Background: an optimization exercise with open tools, aiming at small area, a short achievable clock period and few clock cycles. Do not read the settings as production practice.
RTL that was checked went through simulation tests only; none was proved equivalent to the original.
No activity file was given, so power comes from the tool's default toggle rates.

v6:
==> module ex_add, before the edit <==
module ex_add (
    input  wire logic [32-1:0] i_a,
    input  wire logic [32-1:0] i_b,
    input  wire logic             i_cin,
    output logic [32-1:0]      o_p,       
    output logic [32-1:0]      o_g,       
    output logic [32-1:0]      o_sum
);
    localparam int L = 5;     
    logic [32-1:0] g [0:L];
    logic [32-1:0] t [0:L];
    always_comb begin
        o_p  = i_a ^ i_b;
        o_g  = i_a & i_b;
        g[0] = o_g;
        t[0] = o_p;
        g[0][0] = o_g[0] | (o_p[0] & i_cin);
        for (int l = 0; l < L; l++) begin
            for (int i = 0; i < 32; i++) begin
                if (i[l]) begin
                    g[l+1][i] = g[l][i] | (t[l][i] & g[l][((i >> l) << l) - 1]);
                    t[l+1][i] = t[l][i] & t[l][((i >> l) << l) - 1];
                end else begin
                    g[l+1][i] = g[l][i];
                    t[l+1][i] = t[l][i];
                end
            end
        end
        o_sum = o_p ^ {g[L][32-2:0], i_cin};
    end
endmodule
==> module ex_cmp, before the edit <==
module ex_cmp (
    input  wire logic [32-1:0] i_x,
    input  wire logic [32-1:0] i_y,
    output logic                  o_geu,
    output logic                  o_eq
);
    localparam int L = 5;     
    logic [32-1:0] gt [0:L];
    logic [32-1:0] e  [0:L];
    always_comb begin
        gt[0] = i_x & ~i_y;
        e[0]  = ~(i_x ^ i_y);
        for (int l = 0; l < L; l++) begin
            for (int i = 0; i < (32 >> (l + 1)); i++) begin
                gt[l+1][i] = gt[l][2*i+1] | (e[l][2*i+1] & gt[l][2*i]);
                e[l+1][i]  = e[l][2*i+1] & e[l][2*i];
            end
            for (int i = (32 >> (l + 1)); i < 32; i++) begin
                gt[l+1][i] = 1'b0;
                e[l+1][i]  = 1'b0;
            end
        end
        o_geu = gt[L][0] | e[L][0];
        o_eq  = e[L][0];
    end
endmodule
==> module ex_branch, before the edit <==
module ex_branch (
    input  wire logic             i_taken,
    input  wire logic [32-1:0] i_target,     
    input  wire logic             i_target_ne,  
    input  wire logic [32-1:0] i_pc,
    input  wire logic [32-1:0] i_pred_addr,
    output logic [32-1:0]      o_pc_plus4,
    output logic [32-1:0]      o_next_pc,
    output logic                  o_mispredict
);
    localparam int N = 32 - 2;
    localparam int L = 5;     
    logic [N-1:0] all [0:L];
    always_comb begin
        all[0] = i_pc[32-1:2];
        for (int l = 0; l < L; l++)
            for (int i = 0; i < N; i++)
                all[l+1][i] = (i[l] && ((i >> l) << l) >= 1) ?
                              all[l][i] & all[l][((i >> l) << l) - 1] : all[l][i];
        o_pc_plus4 = {i_pc[32-1:2] ^ {all[L][N-2:0], 1'b1}, i_pc[1:0]};
    end
    assign o_next_pc    = i_taken ? i_target : o_pc_plus4;
    assign o_mispredict = i_taken ? i_target_ne : (o_pc_plus4 != i_pred_addr);
endmodule
Settings: LEC_CHECK=0, ABC_AREA=1, CAP_MARGIN=20, CORE_MARGIN=2, CORE_UTILIZATION=55, SETUP_SLACK_MARGIN=2.6, SLEW_MARGIN=20; clock period 7.0 ns.
standard.sh (not shown) runs the stock make flow with config.mk's settings and CLKGATE_MAP_FILE= SYNTH_SCRIPT=/design/flow/synth_recipe.tcl, a recipe that flattens the netlist after the stock synthesis.
==> flow/flow/run.sh <==
#!/bin/bash
# The standard layout, with the port buffers made of the smallest
# buffer cell (sky130_fd_sc_hd__buf_1) instead of the one buffer_ports
# picks by itself; every input and output port still gets its buffer.
set -euo pipefail
export BUFFER_PORTS_ARGS="-buffer_cell sky130_fd_sc_hd__buf_1"
bash standard.sh > standard_flow.log 2>&1
Testbench counts of v6, summed over its fixed seeds: cycles 48,000.
Relative to v6, the following input files were edited for v7:
-- flow/design.v --
<<< v6, line 125
    output logic [32-1:0]      o_sum
);
    localparam int L = 5;     
    logic [32-1:0] g [0:L];
    logic [32-1:0] t [0:L];
>>> v7, line 125
    output logic [32-1:0]      o_sum
);
    localparam int L = $clog2(32);
    logic [32-1:0] g [0:L];
    logic [32-1:0] t [0:L];
<<< v6, line 154
    output logic                  o_eq
);
    localparam int L = 5;     
    logic [32-1:0] gt [0:L];
    logic [32-1:0] e  [0:L];
>>> v7, line 154
    output logic                  o_eq
);
    localparam int L = $clog2(32);
    logic [32-1:0] gt [0:L];
    logic [32-1:0] e  [0:L];
<<< v6, line 198
);
    localparam int N = 32 - 2;
    localparam int L = 5;     
    logic [N-1:0] all [0:L];
    always_comb begin
>>> v7, line 198
);
    localparam int N = 32 - 2;
    localparam int L = $clog2(N);
    logic [N-1:0] all [0:L];
    always_comb begin
## What came out
- The final antenna-violating net count of v7 and that of v6 are within noise of each other.
- Reported for v6 and v7, cell count turned out identical to the last digit.
- v7 -> v6: number of antenna diodes delta 0, exact match
- Comparing v7 against v6, there is no change at all in met3 usage in global routing.
- Diff v6..v7 | initial standard-cell utilization of the core | unchanged
- Summary of v7 over v6: worst setup slack stayed essentially flat, arrival time reported for the critical path endpoint ~0 delta, fmax stayed essentially flat.
- v7 -> v6: core occupancy in the finished layout delta 0, exact match
- From v6 to v7, count of clock-net buffers in the final layout did not move at all.
- Mux share of post-synthesis cell area: v7 vs v6 — no meaningful difference
- ~same total count of hold-check failures in the final report in v6 and v7
Function not checked in v7: the RTL went through the layout flow alone.

* * *

== purple ==
Another version of the RTL of ex_unit (not shown whole).
Size in the first run: ~2000 cells after synthesis, roughly 0.011 sq mm of cells after synthesis.
==> module ex_alu, before the edit <==
module ex_alu (
    input  wire logic             i_a_rs1,
    input  wire logic             i_a_pc,
    input  wire logic             i_b_rs2,
    input  wire logic             i_sub,
    input  wire logic [2:0]       i_funct3,
    input  wire logic             i_funct7_b5,
    input  wire logic [32-1:0] i_rs1_val,
    input  wire logic [32-1:0] i_rs2_val,
    input  wire logic [32-1:0] i_pc,
    input  wire logic [32-1:0] i_imm,
    input  wire logic [32-1:0] i_pred_addr,
    output logic [32-1:0]      o_sum,       
    output logic [32-1:0]      o_p,         
    output logic [32-1:0]      o_g,         
    output logic                  o_sum_ne,    
    output logic [32-1:0]      o_shr,       
    output logic                  o_slt,       
    output logic                  o_br_cond    
);
    logic [32-1:0] a;
    logic [32-1:0] b;
    logic [32-1:0] b_add;
    logic [32-1:0] ne_bits;
    logic             cout;
    logic             geu;
    logic             ltu;
    logic             lt;
    logic             eq;
    logic             left;
    logic [32-1:0] sh_in;
    logic             fill;
    assign a = ({32{i_a_rs1}} & i_rs1_val) | ({32{i_a_pc}} & i_pc);
    assign b = i_b_rs2 ? i_rs2_val : i_imm;
    assign b_add = ({32{i_b_rs2 && !i_sub}}  & i_rs2_val) | ({32{i_b_rs2 && i_sub}}  & ~i_rs2_val) |
                   ({32{!i_b_rs2 && !i_sub}} & i_imm)     | ({32{!i_b_rs2 && i_sub}} & ~i_imm);
    ex_add u_add (
        .i_a  (a),
        .i_b  (b_add),
        .i_cin(i_sub),
        .o_p  (o_p),
        .o_g  (o_g),
        .o_sum(o_sum),
        .o_cout(cout)
    );
    assign o_slt = i_funct3[0] ? !cout : (!cout ^ a[32-1] ^ b[32-1]);
    always_comb begin
        ne_bits[0] = o_p[0] ^ i_pred_addr[0];
        for (int i = 1; i < 32; i++)
            ne_bits[i] = o_p[i] ^ i_pred_addr[i] ^ (o_g[i-1] || (o_p[i-1] && !i_pred_addr[i-1]));
    end
    assign o_sum_ne = |ne_bits;
    ex_cmp u_cmp (
        .i_x  (i_rs1_val),
        .i_y  (i_rs2_val),
        .o_geu(geu),
        .o_eq (eq)
    );
    assign ltu = !geu;
    assign lt  = ltu ^ i_rs1_val[32-1] ^ i_rs2_val[32-1];
    always_comb begin
        case (i_funct3[2:1])
            2'b00:   o_br_cond = eq ^ i_funct3[0];
            2'b10:   o_br_cond = lt ^ i_funct3[0];
            default: o_br_cond = ltu ^ i_funct3[0];
        endcase
    end
    always_comb begin
        left = !i_funct3[2];
        for (int i = 0; i < 32; i++)
            sh_in[i] = left ? i_rs1_val[32-1-i] : i_rs1_val[i];
    end
    assign fill = i_funct7_b5 && i_rs1_val[32-1] && !left;
    ex_shr u_shr (
        .i_val  (sh_in),
        .i_shamt(b[5-1:0]),
        .i_fill (fill),
        .o_val  (o_shr)
    );
endmodule
==> module ex_shr, before the edit <==
module ex_shr (
    input  wire logic [32-1:0]    i_val,
    input  wire logic [5-1:0] i_shamt,
    input  wire logic                i_fill,
    output logic [32-1:0]         o_val
);
    logic [32-1:0] st [0:5];
    always_comb begin
        st[0] = i_val;
        for (int k = 0; k < 5; k++)
            for (int i = 0; i < 32; i++)
                st[k+1][i] = !i_shamt[k] ? st[k][i] :
                             (i + (1 << k) < 32) ? st[k][i + (1 << k)] : i_fill;
        o_val = st[5];
    end
endmodule
Settings: LEC_CHECK=0, ABC_AREA=1, CAP_MARGIN=20, CORE_MARGIN=2, CORE_UTILIZATION=45, SLEW_MARGIN=20; clock period 7.0 ns.
==> flow/flow/run.sh <==
#!/bin/bash
# The standard layout (standard.sh) in two calls, with three changes:
#  - synthesis and repair leave out the full- and half-adder cells
#    (sky130_fd_sc_hd__fa_*, ha_*), added to the platform's own
#    DONT_USE_CELLS, so the adders map to plain gates, which are faster
#    here than the slow adder cells;
#  - up to clock tree synthesis, timing repair aims for 3.0 ns of setup
#    slack (SETUP_SLACK_MARGIN); the rest (global route, detailed route,
#    finish) repairs only real violations, so the routed-stage repair
#    adds no cells to chase the margin again;
#  - the port buffers are the smallest buffer cell (sky130_fd_sc_hd__buf_1)
#    instead of the one buffer_ports picks by itself; every input and
#    output port still gets its buffer.
# Each call's full output goes to its own log in this folder.
set -euo pipefail
platform_dont_use=$(sed -n '/^export DONT_USE_CELLS/,/^#/p' \
    "$FLOW_HOME/platforms/$FLOW_PLATFORM/config.mk" | grep -o 'sky130_fd_sc_hd__[a-z0-9_]*' | tr '\n' ' ')
adders="sky130_fd_sc_hd__fa_1 sky130_fd_sc_hd__fa_2 sky130_fd_sc_hd__fa_4"
adders="$adders sky130_fd_sc_hd__ha_1 sky130_fd_sc_hd__ha_2 sky130_fd_sc_hd__ha_4"
dont_use="DONT_USE_CELLS=$platform_dont_use $adders"
echo "$dont_use" > dont_use_cells.txt
export BUFFER_PORTS_ARGS="-buffer_cell sky130_fd_sc_hd__buf_1"
bash standard.sh "$dont_use" SETUP_SLACK_MARGIN=3.0 cts > standard_to_cts.log 2>&1
bash standard.sh "$dont_use" SETUP_SLACK_MARGIN=0 finish > standard_finish.log 2>&1
> inputs changed (purple -> orange)
--- a/flow/design.v
+++ b/flow/design.v
@@ -62,5 +62,4 @@
     logic [32-1:0] a;
     logic [32-1:0] b;
-    logic [32-1:0] b_add;
     logic [32-1:0] ne_bits;
     logic             cout;
@@ -74,9 +73,7 @@
     assign a = ({32{i_a_rs1}} & i_rs1_val) | ({32{i_a_pc}} & i_pc);
     assign b = i_b_rs2 ? i_rs2_val : i_imm;
-    assign b_add = ({32{i_b_rs2 && !i_sub}}  & i_rs2_val) | ({32{i_b_rs2 && i_sub}}  & ~i_rs2_val) |
-                   ({32{!i_b_rs2 && !i_sub}} & i_imm)     | ({32{!i_b_rs2 && i_sub}} & ~i_imm);
     ex_add u_add (
         .i_a  (a),
-        .i_b  (b_add),
+        .i_b  (i_sub ? ~b : b),
         .i_cin(i_sub),
         .o_p  (o_p),
@@ -185,13 +182,7 @@
     output logic [32-1:0]         o_val
 );
-    logic [32-1:0] st [0:5];
-    always_comb begin
-        st[0] = i_val;
-        for (int k = 0; k < 5; k++)
-            for (int i = 0; i < 32; i++)
-                st[k+1][i] = !i_shamt[k] ? st[k][i] :
-                             (i + (1 << k) < 32) ? st[k][i + (1 << k)] : i_fill;
-        o_val = st[5];
-    end
+    logic [2*32-1:0] ext;
+    assign ext   = {{32{i_fill}}, i_val};
+    assign o_val = ext[i_shamt +: 32];
 endmodule
 `default_nettype wire
## What came out
- The switching fraction of total power in orange sits 1.9 points above the value recorded for purple.
- Taking purple as the reference point, the part of the cycle the worst path needs of orange falls by 0.31 points.
- Re number of clock buffers in the layout: orange is 1 up on purple.
- Delta(initial detailed-routing violation count, orange - purple) > 0
- The flow did not stop early for orange: all stages ran, and the layout cleared the timing, DRC and antenna checks.
- purple -> orange: number of global-route vias before repair increased slightly
- orange against purple: buffering overhead went down 2.2 points; combinational cell fraction of total power went up 0.9 points; global-route usage went down 0.91 points; hold slack went down 13 ps; last weighted congestion value of the routability-driven placer went down 5.5%.
- The area after synthesis of orange is higher than that of purple.
- Power in orange vs purple: down 1.7%
Testbench counts of orange, summed over its fixed seeds: cycles 48,000.
Only the layout flow was run in purple; the RTL was not checked for function there.

* * *

Another version of the RTL of ex_unit (not shown whole).
Size in the first run: roughly 1900 cells after synthesis, about 68 flip-flops.
Design ex_unit, start of the top module:
module ex_unit (
    input  wire logic             i_clk,
    input  wire logic             i_resetn,
    input  wire logic             i_req,
    input  wire logic [6:0]       i_opcode,
    input  wire logic [2:0]       i_funct3,
    input  wire logic             i_funct7_b5,
    input  wire logic [32-1:0] i_rs1_val,
    input  wire logic [32-1:0] i_rs2_val,
    input  wire logic [32-1:0] i_pc,
    input  wire logic [32-1:0] i_imm,
    input  wire logic [32-1:0] i_pred_addr,
    output wire logic             o_ack,
    output wire logic [32-1:0] o_result,
    output wire logic             o_rd_we,
    output wire logic [32-1:0] o_next_pc,
    output wire logic             o_mispredict,
    output wire logic             o_illegal
);
    logic             is_op;
    logic             is_opimm;
    logic             is_lui;
    logic             is_auipc;
    logic             is_jal;
    logic             is_jalr;
    logic             is_br;
    logic             illegal;
    logic             a_rs1;
    logic             a_pc;
    logic             b_rs2;
    logic             sub;
  ...
==> module ex_add, before the edit <==
module ex_add (
    input  wire logic [32-1:0] i_a,
    input  wire logic [32-1:0] i_b,
    input  wire logic             i_cin,
    output logic [32-1:0]      o_p,       
    output logic [32-1:0]      o_g,       
    output logic [32-1:0]      o_sum
);
    localparam int L = 5;     
    logic [32-1:0] g [0:L];
    logic [32-1:0] t [0:L];
    logic [32-1:0] ge;
    logic [32-1:0] gb;
    logic [32-1:0] tb;
    always_comb begin
        o_p  = i_a ^ i_b;
        o_g  = i_a & i_b;
        g[0] = o_g;
        t[0] = o_p;
        g[0][0] = o_g[0] | (o_p[0] & i_cin);
        for (int l = 0; l < L; l++) begin
            for (int i = 0; i < 32; i++) begin
                if (i >= (1 << l)) begin
                    g[l+1][i] = g[l][i] | (t[l][i] & g[l][i - (1 << l)]);
                    t[l+1][i] = t[l][i] & t[l][i - (1 << l)];
                end else begin
                    g[l+1][i] = g[l][i];
                    t[l+1][i] = t[l][i];
                end
            end
        end
        o_sum = o_p ^ {g[L][32-2:0], i_cin};
    end
endmodule
==> flow/config.mk <==
export PLATFORM = sky130hd
export DESIGN_NAME = ex_unit
export DESIGN_NICKNAME = ex_unit
export VERILOG_FILES = /design/flow/design.v
export SDC_FILE = /design/flow/constraint.sdc
export NUM_CORES = 4
export LEC_CHECK = 0
export ABC_AREA = 1
export CAP_MARGIN = 20
export CORE_MARGIN = 2
export CORE_UTILIZATION = 45
export SLEW_MARGIN = 20
==> flow/constraint.sdc <==
create_clock -name core_clock -period 7.0 [get_ports {i_clk}]
set_input_delay 1.4000 -clock core_clock [delete_from_list [all_inputs] [get_ports {i_clk}]]
set_output_delay 1.4000 -clock core_clock [all_outputs]
set_load 0.01 [all_outputs]
==> flow/flow/run.sh <==
#!/bin/bash
# The standard layout in two calls:
#  - up to clock tree synthesis, timing repair aims for 2.6 ns of setup
#    slack (SETUP_SLACK_MARGIN), which sets how hard the placement-stage
#    repairs size and buffer the logic;
#  - the rest (global route, detailed route, finish) repairs only real
#    violations, so the routed-stage repair adds no cells to chase the
#    margin again.
# The port buffers are the smallest buffer cell (sky130_fd_sc_hd__buf_1)
# instead of the one buffer_ports picks by itself; every input and output
# port still gets its buffer. Each call's full output goes to its own log.
set -euo pipefail
export BUFFER_PORTS_ARGS="-buffer_cell sky130_fd_sc_hd__buf_1"
bash standard.sh SETUP_SLACK_MARGIN=2.6 cts > standard_to_cts.log 2>&1
bash standard.sh SETUP_SLACK_MARGIN=0 finish > standard_finish.log 2>&1
Change:
--- a/flow/design.v
+++ b/flow/design.v
@@ -125,24 +125,21 @@
     output logic [32-1:0]      o_sum
 );
     localparam int L = 5;     
     logic [32-1:0] g [0:L];
     logic [32-1:0] t [0:L];
-    logic [32-1:0] ge;
-    logic [32-1:0] gb;
-    logic [32-1:0] tb;
     always_comb begin
         o_p  = i_a ^ i_b;
         o_g  = i_a & i_b;
         g[0] = o_g;
         t[0] = o_p;
         g[0][0] = o_g[0] | (o_p[0] & i_cin);
         for (int l = 0; l < L; l++) begin
             for (int i = 0; i < 32; i++) begin
-                if (i >= (1 << l)) begin
-                    g[l+1][i] = g[l][i] | (t[l][i] & g[l][i - (1 << l)]);
-                    t[l+1][i] = t[l][i] & t[l][i - (1 << l)];
+                if (i[l]) begin
+                    g[l+1][i] = g[l][i] | (t[l][i] & g[l][((i >> l) << l) - 1]);
+                    t[l+1][i] = t[l][i] & t[l][((i >> l) << l) - 1];
                 end else begin
                     g[l+1][i] = g[l][i];
                     t[l+1][i] = t[l][i];
                 end
             end
Result:
- The changed run went through all stages and came out clean
- hold slack is worse by 0.017 ns
- synthesized area goes down by 2.7%
- core utilization is higher by 0.68 points
- power went down by 3.6%
- routed wire length falls by 4.7%
- global-route usage barely changes
- non-clock buffer count rose by 9
- via count shrinks by 3.1%
- die area fell by 2.6%
Testbench counts after the change, summed over its fixed seeds: cycles 48,000.
Function not checked in the first run of this note: the RTL went through the layout flow alone.

## port drivers added, routing unchanged
Ports are ideal in the flow. The routed layouts listed here were re-timed in OpenROAD.
Step 1, drivers: a clkbuf_16 drives i_clk and a buf_2 each remaining input, both assumed.
Step 2, shift: input delay + t, output delay - t, t = (earliest + latest rising clock arrival at the registers) / 2. This alone moves slack from input paths to output paths.
a / b / c = no drivers / after step 1 / after step 2; a / b = the first two.
| run | t, ns | setup slack, ns | worst setup path after step 2 | worst register clock-pin slew, ns |
|---|---|---|---|---|
| v6 | 0.368 | 2.397 / 2.335 / 1.967 | input to register | 0.07 / 0.07 |
| v7 | 0.368 | 2.397 / 2.335 / 1.967 | input to register | 0.07 / 0.07 |
| purple | 0.398 | 2.779 / 2.805 / 2.407 | input to register | 0.07 / 0.07 |
| orange | 0.404 | 2.800 / 2.833 / 2.429 | input to register | 0.07 / 0.07 |
| the first run of note 3 | 0.398 | 2.452 / 2.481 / 2.084 | input to register | 0.07 / 0.07 |
| the second run of note 3 | 0.372 | 2.467 / 2.460 / 2.088 | input to register | 0.07 / 0.07 |
After both steps setup and hold are still met in every run listed.
